This design comes from an exercise in tuning for small area, a short achievable clock period and few clock cycles per item on the open sky130 flow, not from production work.
Only simulation tests tie the RTL to the original design; equivalence was not proved.
Power is estimated from default activity; no workload was simulated.

[flow/run.sh]
#!/bin/bash
# synth_recipe.tcl (not shown) runs the flow's synth.tcl, then flattens the netlist and writes it again
# the make line also repeats each setting of config.mk as NAME=value (left out here)
make -C /OpenROAD-flow-scripts/flow DESIGN_CONFIG=/design/flow/config.mk WORK_HOME=/design/flow/orfs CLKGATE_MAP_FILE= SYNTH_SCRIPT=/design/flow/synth_recipe.tcl finish
[flow/config.mk]
export PLATFORM = sky130hd
export DESIGN_NAME = normalized_iir_section_filter
export DESIGN_NICKNAME = normalized_iir_section_filter
export VERILOG_FILES = /design/flow/design.v
export SDC_FILE = /design/flow/constraint.sdc
export NUM_CORES = 4
export LEC_CHECK = 0
export CAP_MARGIN = 20
export CORE_MARGIN = 2
export CORE_UTILIZATION = 40
export SLEW_MARGIN = 20
[flow/constraint.sdc]
create_clock -name core_clock -period 9.0 [get_ports {clock}]
set_input_delay 1.8000 -clock core_clock [delete_from_list [all_inputs] [get_ports {clock}]]
set_output_delay 1.8000 -clock core_clock [all_outputs]
set_load 0.01 [all_outputs]
[flow/design.v]
`default_nettype none
package nisf_pkg;
   localparam int SAMPLE_W = 16;
   localparam int COEF_BITS_DEF      = 24;
   localparam int COEF_FRAC_BITS_DEF = 16;
   localparam int CSR_INDEX_BITS = 3;
   localparam logic [CSR_INDEX_BITS-1:0] REG_DEN_LEAD   = 3'd0;
   localparam logic [CSR_INDEX_BITS-1:0] REG_DEN_FIRST  = 3'd1;
   localparam logic [CSR_INDEX_BITS-1:0] REG_DEN_SECOND = 3'd2;
   localparam logic [CSR_INDEX_BITS-1:0] REG_NUM_NOW    = 3'd3;
   localparam logic [CSR_INDEX_BITS-1:0] REG_NUM_FIRST  = 3'd4;
   localparam logic [CSR_INDEX_BITS-1:0] REG_NUM_SECOND = 3'd5;
   localparam logic OP_FILTER = 1'b0;
   localparam logic OP_FLUSH  = 1'b1;
   localparam int TERM_BITS = 3;
   localparam logic [TERM_BITS-1:0] TERM_NUM_NOW    = 3'd0;
   localparam logic [TERM_BITS-1:0] TERM_NUM_FIRST  = 3'd1;
   localparam logic [TERM_BITS-1:0] TERM_NUM_SECOND = 3'd2;
   localparam logic [TERM_BITS-1:0] TERM_DEN_FIRST  = 3'd3;
   localparam logic [TERM_BITS-1:0] TERM_DEN_SECOND = 3'd4;
   localparam logic [TERM_BITS-1:0] TERM_LAST       = TERM_DEN_SECOND;
   typedef struct packed {
      logic                       opcode;
      logic signed [SAMPLE_W-1:0] sample_in;
   } req_type;
   typedef struct packed {
      logic signed [SAMPLE_W-1:0] sample_out;
      logic                       saturated;
      logic                       div_error;
   } rsp_type;
   typedef struct packed {
      logic                 load;       
      logic                 mul_en;     
      logic [TERM_BITS-1:0] term;
      logic                 acc_en;     
      logic                 div_init;   
      logic                 div_step;   
      logic                 commit;     
      logic                 flush;      
   } dp_cmd_type;
   typedef struct packed {
      logic div_zero;
   } dp_status_type;
endpackage
`default_nettype wire
`default_nettype none
import nisf_pkg::*;
module nisf_ctrl #(
   parameter int COEF_BITS = nisf_pkg::COEF_BITS_DEF
) (
   input  wire logic          clock,
   input  wire logic          reset,
   input  wire logic          req_valid,
   input  wire logic          req_opcode,
   output logic               req_stall,
   output logic               rsp_valid,
   input  wire logic          rsp_stall,
   output nisf_pkg::dp_cmd_type         cmd,
   input  wire nisf_pkg::dp_status_type status
);
   localparam int ACC_BITS  = ((COEF_BITS + SAMPLE_W + 3 > 64) ? 64 : (COEF_BITS + SAMPLE_W + 3));
   localparam int DIV_STEPS = (ACC_BITS + 1) / 2;
   localparam int CNT_BITS  = (DIV_STEPS > 8) ? $clog2(DIV_STEPS) : 3;
   localparam logic [2:0] S_IDLE = 3'd0;
   localparam logic [2:0] S_MUL  = 3'd1;
   localparam logic [2:0] S_MACC = 3'd2;
   localparam logic [2:0] S_DIVI = 3'd3;
   localparam logic [2:0] S_DIV  = 3'd4;
   localparam logic [2:0] S_DONE = 3'd5;
   logic [2:0]          state_ff, state_in;
   logic [CNT_BITS-1:0] cnt_ff, cnt_in;
   logic                rsp_valid_ff, rsp_valid_in;
   always_comb begin
      state_in = state_ff;
      cnt_in   = cnt_ff;
      cmd      = '0;
      case (state_ff)
         S_IDLE: begin
            if (req_valid) begin
               if (req_opcode == OP_FLUSH) begin
                  cmd.flush = 1'b1;
               end else begin
                  cmd.load = 1'b1;
                  cnt_in   = '0;
                  state_in = S_MUL;
               end
            end
         end
         S_MUL: begin
            cmd.mul_en = 1'b1;
            cmd.term   = cnt_ff[TERM_BITS-1:0];
            cmd.acc_en = (cnt_ff != '0);
            if (cnt_ff == CNT_BITS'(TERM_LAST)) begin
               state_in = S_MACC;
            end else begin
               cnt_in = cnt_ff + 1'b1;
            end
         end
         S_MACC: begin
            cmd.acc_en = 1'b1;
            state_in   = status.div_zero ? S_DONE : S_DIVI;
         end
         S_DIVI: begin
            cmd.div_init = 1'b1;
            cnt_in       = '0;
            state_in     = S_DIV;
         end
         S_DIV: begin
            cmd.div_step = 1'b1;
            if (cnt_ff == CNT_BITS'(DIV_STEPS - 1)) begin
               state_in = S_DONE;
            end else begin
               cnt_in = cnt_ff + 1'b1;
            end
         end
         S_DONE: begin
            if (!rsp_valid_ff || !rsp_stall) begin
               cmd.commit = 1'b1;
               state_in   = S_IDLE;
            end
         end
         default: begin
            state_in = S_IDLE;
         end
      endcase
   end
   assign rsp_valid_in = cmd.commit | (rsp_valid_ff & rsp_stall);
   always_ff @(posedge clock) begin
      if (reset) begin
         state_ff     <= S_IDLE;
         cnt_ff       <= '0;
         rsp_valid_ff <= 1'b0;
      end else begin
         state_ff     <= state_in;
         cnt_ff       <= cnt_in;
         rsp_valid_ff <= rsp_valid_in;
      end
   end
   assign req_stall = (state_ff != S_IDLE);
   assign rsp_valid = rsp_valid_ff;
endmodule
`default_nettype wire
`default_nettype none
import nisf_pkg::*;
module nisf_dp #(
   parameter int COEF_BITS      = nisf_pkg::COEF_BITS_DEF,
   parameter int COEF_FRAC_BITS = nisf_pkg::COEF_FRAC_BITS_DEF
) (
   input  wire logic                       clock,
   input  wire logic                       reset,
   input  wire logic                       csr_we,
   input  wire logic [nisf_pkg::CSR_INDEX_BITS-1:0]  csr_index,
   input  wire logic [COEF_BITS-1:0]       csr_wdata,
   input  wire logic signed [nisf_pkg::SAMPLE_W-1:0] sample_in,
   input  wire nisf_pkg::dp_cmd_type                 cmd,
   output nisf_pkg::dp_status_type                   status,
   output nisf_pkg::rsp_type                         rsp_data
);
   localparam int ACC_BITS  = ((COEF_BITS + SAMPLE_W + 3 > 64) ? 64 : (COEF_BITS + SAMPLE_W + 3));
   localparam int DIV_BITS  = 2 * ((ACC_BITS + 1) / 2);
   localparam int PROD_BITS = COEF_BITS + SAMPLE_W;
   localparam logic [COEF_BITS-1:0] COEF_ONE = COEF_BITS'(64'd1 << COEF_FRAC_BITS);
   localparam logic [DIV_BITS-1:0]  LIM_POS  = DIV_BITS'((64'd1 << (SAMPLE_W - 1)) - 64'd1);
   localparam logic [DIV_BITS-1:0]  LIM_NEG  = LIM_POS + 1'b1;
   logic signed [COEF_BITS-1:0] den_lead_ff, den_first_ff, den_second_ff;
   logic signed [COEF_BITS-1:0] num_now_ff, num_first_ff, num_second_ff;
   always_ff @(posedge clock) begin
      if (reset) begin
         den_lead_ff   <= COEF_ONE;
         den_first_ff  <= '0;
         den_second_ff <= '0;
         num_now_ff    <= COEF_ONE;
         num_first_ff  <= '0;
         num_second_ff <= '0;
      end else if (csr_we) begin
         case (csr_index)
            REG_DEN_LEAD:   den_lead_ff   <= csr_wdata;
            REG_DEN_FIRST:  den_first_ff  <= csr_wdata;
            REG_DEN_SECOND: den_second_ff <= csr_wdata;
            REG_NUM_NOW:    num_now_ff    <= csr_wdata;
            REG_NUM_FIRST:  num_first_ff  <= csr_wdata;
            REG_NUM_SECOND: num_second_ff <= csr_wdata;
            default: begin
            end
         endcase
      end
   end
   assign status.div_zero = (den_lead_ff == '0);
   logic signed [SAMPLE_W-1:0] x_ff;
   logic signed [SAMPLE_W-1:0] xh0_ff, xh1_ff, yh0_ff, yh1_ff;
   always_ff @(posedge clock) begin
      if (cmd.load) begin
         x_ff <= sample_in;
      end
   end
   logic signed [COEF_BITS-1:0] coef_sel;
   logic signed [SAMPLE_W-1:0]  opnd_sel;
   logic signed [PROD_BITS-1:0] prod_in, prod_ff;
   logic                        prod_sub_ff;
   always_comb begin
      case (cmd.term)
         TERM_NUM_NOW: begin
            coef_sel = num_now_ff;
            opnd_sel = x_ff;
         end
         TERM_NUM_FIRST: begin
            coef_sel = num_first_ff;
            opnd_sel = xh0_ff;
         end
         TERM_NUM_SECOND: begin
            coef_sel = num_second_ff;
            opnd_sel = xh1_ff;
         end
         TERM_DEN_FIRST: begin
            coef_sel = den_first_ff;
            opnd_sel = yh0_ff;
         end
         TERM_DEN_SECOND: begin
            coef_sel = den_second_ff;
            opnd_sel = yh1_ff;
         end
         default: begin
            coef_sel = '0;
            opnd_sel = '0;
         end
      endcase
   end
   assign prod_in = coef_sel * opnd_sel;
   always_ff @(posedge clock) begin
      if (cmd.mul_en) begin
         prod_ff     <= prod_in;
         prod_sub_ff <= (cmd.term == TERM_DEN_FIRST) || (cmd.term == TERM_DEN_SECOND);
      end
   end
   logic signed [ACC_BITS-1:0] acc_ff, prod_ext;
   assign prod_ext = ACC_BITS'(prod_ff);
   always_ff @(posedge clock) begin
      if (cmd.load) begin
         acc_ff <= '0;
      end else if (cmd.acc_en) begin
         acc_ff <= prod_sub_ff ? (acc_ff - prod_ext) : (acc_ff + prod_ext);
      end
   end
   logic [ACC_BITS-1:0]  acc_mag;
   logic [COEF_BITS-1:0] lead_mag;
   logic [COEF_BITS-1:0] rem_ff, rem_in, dsr_ff;
   logic [DIV_BITS-1:0]  quo_ff, quo_in;
   logic                 neg_ff;
   logic [COEF_BITS:0]   trial;
   logic                 ge;
   assign acc_mag  = acc_ff[ACC_BITS-1] ? ACC_BITS'(-acc_ff) : ACC_BITS'(acc_ff);
   assign lead_mag = den_lead_ff[COEF_BITS-1] ? COEF_BITS'(-den_lead_ff)
                                              : COEF_BITS'(den_lead_ff);
   always_comb begin
      rem_in = rem_ff;
      quo_in = quo_ff;
      trial  = '0;
      ge     = 1'b0;
      for (int i = 0; i < 2; i++) begin
         trial = {rem_in, quo_in[DIV_BITS-1]};
         ge    = (trial >= {1'b0, dsr_ff});
         if (ge) begin
            rem_in = COEF_BITS'(trial - {1'b0, dsr_ff});
         end else begin
            rem_in = trial[COEF_BITS-1:0];
         end
         quo_in = {quo_in[DIV_BITS-2:0], ge};
      end
   end
   always_ff @(posedge clock) begin
      if (cmd.div_init) begin
         rem_ff <= '0;
         quo_ff <= DIV_BITS'(acc_mag);
         dsr_ff <= lead_mag;
         neg_ff <= acc_ff[ACC_BITS-1] ^ den_lead_ff[COEF_BITS-1];
      end else if (cmd.div_step) begin
         rem_ff <= rem_in;
         quo_ff <= quo_in;
      end
   end
   logic                neg, sat;
   logic [DIV_BITS-1:0] lim;
   logic [SAMPLE_W-1:0] mag;
   nisf_pkg::rsp_type             res;
   assign neg = neg_ff && (quo_ff != '0);
   assign lim = neg ? LIM_NEG : LIM_POS;
   assign sat = (quo_ff > lim);
   assign mag = sat ? lim[SAMPLE_W-1:0] : quo_ff[SAMPLE_W-1:0];
   always_comb begin
      if (status.div_zero) begin
         res.sample_out = '0;
         res.saturated  = 1'b0;
         res.div_error  = 1'b1;
      end else begin
         res.sample_out = neg ? -mag : mag;
         res.saturated  = sat;
         res.div_error  = 1'b0;
      end
   end
   always_ff @(posedge clock) begin
      if (cmd.commit) begin
         rsp_data <= res;
      end
   end
   always_ff @(posedge clock) begin
      if (reset || cmd.flush) begin
         xh0_ff <= '0;
         xh1_ff <= '0;
         yh0_ff <= '0;
         yh1_ff <= '0;
      end else if (cmd.commit) begin
         xh1_ff <= xh0_ff;
         xh0_ff <= x_ff;
         yh1_ff <= yh0_ff;
         yh0_ff <= res.sample_out;
      end
   end
endmodule
`default_nettype wire
`default_nettype none
module normalized_iir_section_filter #(
   parameter int COEF_BITS      = nisf_pkg::COEF_BITS_DEF,
   parameter int COEF_FRAC_BITS = nisf_pkg::COEF_FRAC_BITS_DEF
) (
   input  wire logic                      clock,
   input  wire logic                      reset,
   input  wire logic                      req_valid,
   output logic                           req_stall,
   input  wire logic [16:0]                         req_data,    
   output logic                           rsp_valid,
   input  wire logic                      rsp_stall,
   output logic [17:0]                              rsp_data,    
   input  wire logic                      csr_we,
   input  wire logic [nisf_pkg::CSR_INDEX_BITS-1:0] csr_index,
   input  wire logic [COEF_BITS-1:0]      csr_wdata
);
   nisf_pkg::dp_cmd_type    cmd;
   nisf_pkg::dp_status_type status;
   nisf_ctrl #(
      .COEF_BITS (COEF_BITS)
   ) u_ctrl (
      .clock      (clock),
      .reset      (reset),
      .req_valid  (req_valid),
      .req_opcode (req_data[16]),
      .req_stall  (req_stall),
      .rsp_valid  (rsp_valid),
      .rsp_stall  (rsp_stall),
      .cmd        (cmd),
      .status     (status)
   );
   nisf_dp #(
      .COEF_BITS      (COEF_BITS),
      .COEF_FRAC_BITS (COEF_FRAC_BITS)
   ) u_dp (
      .clock     (clock),
      .reset     (reset),
      .csr_we    (csr_we),
      .csr_index (csr_index),
      .csr_wdata (csr_wdata),
      .sample_in (req_data[15:0]),
      .cmd       (cmd),
      .status    (status),
      .rsp_data  (rsp_data)
   );
endmodule
`default_nettype wire
==> run summary <==
[power groups by stage]
stage / combinational (W) / sequential, W / clock [W]
after global routing: 0.00600 / 0.00264 / 0.00220
after detailed placement: 0.00527 / 0.00264 / 0
after CTS: 0.00530 / 0.00260 / 0.00213
after floorplan: 0.00407 / 0.00253 / 0
after global placement: 0.00524 / 0.00264 / 0
final: 0.00531 / 0.00260 / 0.00208
[cells by family (layout without fill, tap and decap cells)]
group                      Yosys count  after routing
other                                0              1
muxes                               48             48
and+or+nand+nor                   1525           1525
xor gates and xnor gates           224            224
adders and majority gates          588            588
buffers and inverters              731            771
AOI/OAI and AO/OA                  892            892
DFF                                428            428
[final cells by class]
type / count / area [µm²]
Antenna cell: 1 / 2.502
Clock buffer: 71 / 1423
Clock inverter: 22 / 267.8
Fill cell: 9197 / 51590
Inverter: 526 / 1978
Multi-Input combinational cell: 3277 / 24980
Sequential cell: 428 / 10000
Tap cell: 1254 / 1569
Timing Repair Buffer: 152 / 1384
[what timing repair did]
action | 4_1_cts | 5_1_grt
endpoints found under the setup margin | 0 | 6
hold buffers | 0 | 0
hold endpoints to repair | 0 | 0
resized for setup | 0 | 13
[metrics by stage]
step / hold WS (ns) / cells / util (%)
3_3_place_gp: 0.4411 / 5637 / 42.76
5_1_grt: 0.4740 / 5730 / 44.64
2_1_floorplan: 0.4266 / 4436 / -
6_report: 0.4533 / 5731 / 44.64
3_5_place_dp: 0.4460 / 5637 / 42.76
4_1_cts: 0.4536 / 5730 / 44.58
[tightest hold or removal path, stage by stage, from the launching register on]
cell,delay (ns)
dfxtp_1,0.31
nand2_1,0.05
a21oi_1,0.05
[flip-flops by register name (all words and copies together) (netlist names), 3 cells and up]
register	flops
u_dp.rem_ff	24
u_ctrl.cnt_ff	5
u_dp.yh1_ff	16
u_dp.num_now_ff	24
u_dp.quo_ff	44
u_dp.xh1_ff	16
u_dp.rsp_data	18
u_dp.den_lead_ff	24
u_dp.prod_ff	40
u_dp.den_first_ff	24
u_dp.num_first_ff	24
u_dp.x_ff	16
u_ctrl.state_ff	3
u_dp.yh0_ff	16
u_dp.dsr_ff	24
u_dp.num_second_ff	24
u_dp.xh0_ff	16
u_dp.den_second_ff	24
u_dp.acc_ff	43
[layout by cell type (no fill, tap or decap), types with 17 or more instances in the layout]
master / n
buf_4: 79
mux2i_1: 37
a21o_1: 64
inv_1: 521
edfxtp_1: 143
nor3_1: 39
dfxtp_1: 285
clkbuf_16: 52
o21a_1: 17
or3_1: 20
clkdlybuf4s50_1: 67
a221oi_1: 34
o21bai_1: 21
xnor2_1: 145
a22oi_1: 37
nand4_1: 20
nand2_1: 866
o21ai_0: 144
a211oi_1: 17
and3_1: 19
a221o_1: 27
xor2_1: 78
nor2_1: 350
nor4_1: 25
nor2b_1: 19
a21oi_1: 373
o31ai_1: 29
ha_1: 210
nand2b_1: 44
fa_1: 378
nand3_1: 36
[routing by layer]
metal	vias to the layer above	global-route usage [%]	wire length (µm)
met5	-	0	0
met1	14842	30.13	46720
li1	14759	-	-
met4	0	6.988	3284
met3	181	3.119	6373
met2	853	35.84	47540
[worst min-delay path by stage]
stage | from | end | slack (ns) | cells after the start
2_1_floorplan | u_dp.rem_ff[23] | u_dp.rem_ff[23] | 0.43 | 2
4_1_cts | u_dp.num_now_ff[23] | u_dp.num_now_ff[23] | 0.45 | 2
5_1_grt | u_dp.yh1_ff[15] | u_dp.yh1_ff[15] | 0.47 | 2
3_5_place_dp | u_dp.num_now_ff[23] | u_dp.num_now_ff[23] | 0.45 | 2
6_report | u_dp.xh1_ff[13] | u_dp.xh1_ff[13] | 0.45 | 2
3_3_place_gp | u_dp.xh1_ff[7] | u_dp.xh1_ff[7] | 0.44 | 2
==> summary.txt <==
wire per inst: 18.13 µm
port buffer count: 68
Simple-Gate Fraction of Synth Area: 17.33%
count leader, synth: nand2_1
EDFF count, synth: 143
post-synth top area cell: fa_1
Detailed Route WL: 103.9 mm
pwr dens: 240.4 nW/µm²
cell family with most CP delay: adder cells
via count: 30635
Logic pwr share: 53.1%
Mapped Cells: 4436
most frequent CP cell: fa_1
Worst path depth: 30
Worst-Skew Late Latency: 0.61 ns
async set-reset flop share out of synthesis: 0%
Slew HR: 27.06%
Cell Area, Synth: 37560 µm²
die area: 96380 µm²
number of global-route vias before repair: 30208
Mean Syn Cell Area: 8.468 µm²
reg2reg start: u_ctrl.state_ff[0]
Max Cap Viol: 0
gp weighted congestion: 0.8984
Layout Skew: 0.02728 ns
ys flop type: dfxtp_1
Num CTS Buffers: 50
row cnt: 112
Tightest Pin Transition: 1.094 ns
post-synth net total: 5073
Synth Area in Compound Gates: 15.07%
register area share after synthesis: 26.62%
Worst Reg-to-Reg Cells: 30
Post-CTS Setup Inserts: 0
Slowest cell on crit path: fa_1
switch share: 42.87%
placed cell area: 39850 µm²
GRT Overall Usage: 21.98%
mux share of post-synthesis cell area: 1.316%
nets: 5072
post-DP HPWL: 79.33 mm
Post-Synth XOR/XNOR Area: 5.223%
Power Total: 0.01000 W
TritonCTS clock tree: done
fmax: 118.2 MHz
Switching Power: 0.004287 W
chip height: 310.5 µm
Syn-to-layout area delta: 10.74%
DRC: 0
post-synth top area share: 20.14%
post-synthesis adder-cell area fraction: 27.14%
initial antenna violation count: 0
pin count of the biggest net entering global routing: 102
Clk pin slew, worst setup/hold paths: 0.06 ns
Leak: 17.95 nW
Yosys reg bits: 428
hold crit path type: flop to flop
sequential share of power: 26.0%
Setup WS pre-CTS: 0.3049 ns
final worst-path cycle share: 94.00%
reg2reg setup slack: 0.54 ns
via/cell ratio: 5.345
final setup fails: 0
Worst setup endpoint: u_dp.prod_ff[34]
min cycle time layout: 8.460 ns
worst setup path category: flop to flop
clock tree buffer depth: 3
Initial Util: 40.31%
Clock Power Share: 20.8%
share of cells above drive strength 1: 5.094%
drt pass-1 iters: 6
setup TNS: 0 ns
first-pass GRT wire length: 167.8 mm
Worst Setup End Kind: flop
fin. max-slew vios: 0
core footprint: 93190 µm²
CTS Root Cell: clkbuf_16
Routed Antenna Nets: 0
I/O Pins: 69
CP Buf/Inv Count: 7
Largest stage delay, worst path: 0.58 ns
final instance area: 41600 µm²
Setup crit start kind: flop
Final Hold Fails: 0
Crit Reg-Reg Endpoint: u_dp.prod_ff[34]
synth top area cells: fa_1, dfxtp_1, edfxtp_1
critical-path maximum fanout: 40
largest family of logic cells by synthesized area: adder cells
worst endpoint data arrival time: 8.79 ns
H-tree depth: 2
Yosys Warn Count: 2
Max VDD drop: 0.1589 mV
Sink Count: 428
Initial DRC Count: 2529
final setup margin: 0.5396 ns
grt ovf: 0
Worst Setup SP: u_ctrl.state_ff[0]
Synth cell types: 77
Die Wd: 310.5 µm
Critical Path RT: 9.32 ns
status: complete, no violations
Post-synth top cells: nand2_1, inv_1, fa_1
RSZ-0062 raised after global routing: no
P_int: 0.005712 W
Testbench counts, summed over its fixed seeds: cycles 95,744, items 3,072.

-- static timing again, ports no longer ideal --
The flow's constraints put no driver on any port. The routed layout listed below was extracted and timed again, unchanged, in two steps.
Step 1: set_driving_cell puts a clkbuf_16 on clock and a buf_2 on each other input, an assumption about the parent block.
Step 2 adds t to the input delays and takes it off the output delays; t is the mean of the earliest and latest rising clock arrival at the registers after step 1. Input paths then give back, and output paths get back, about the clock's delay inside the block.
Slacks: ideal ports / drivers / drivers and shift; pairs: ideal ports / drivers.
t (ns): 0.667
slack for setup (ns): 0.540 / 0.540 / 0.540
slew at the worst register clock pin (ns): 0.06 / 0.06
worst slew at a driven data input, ns: 0.05
After both steps setup and hold are still met in this run. For this run, drivers alone change the setup slack by 0.000 ns; drivers and shift together by 0.000 ns.
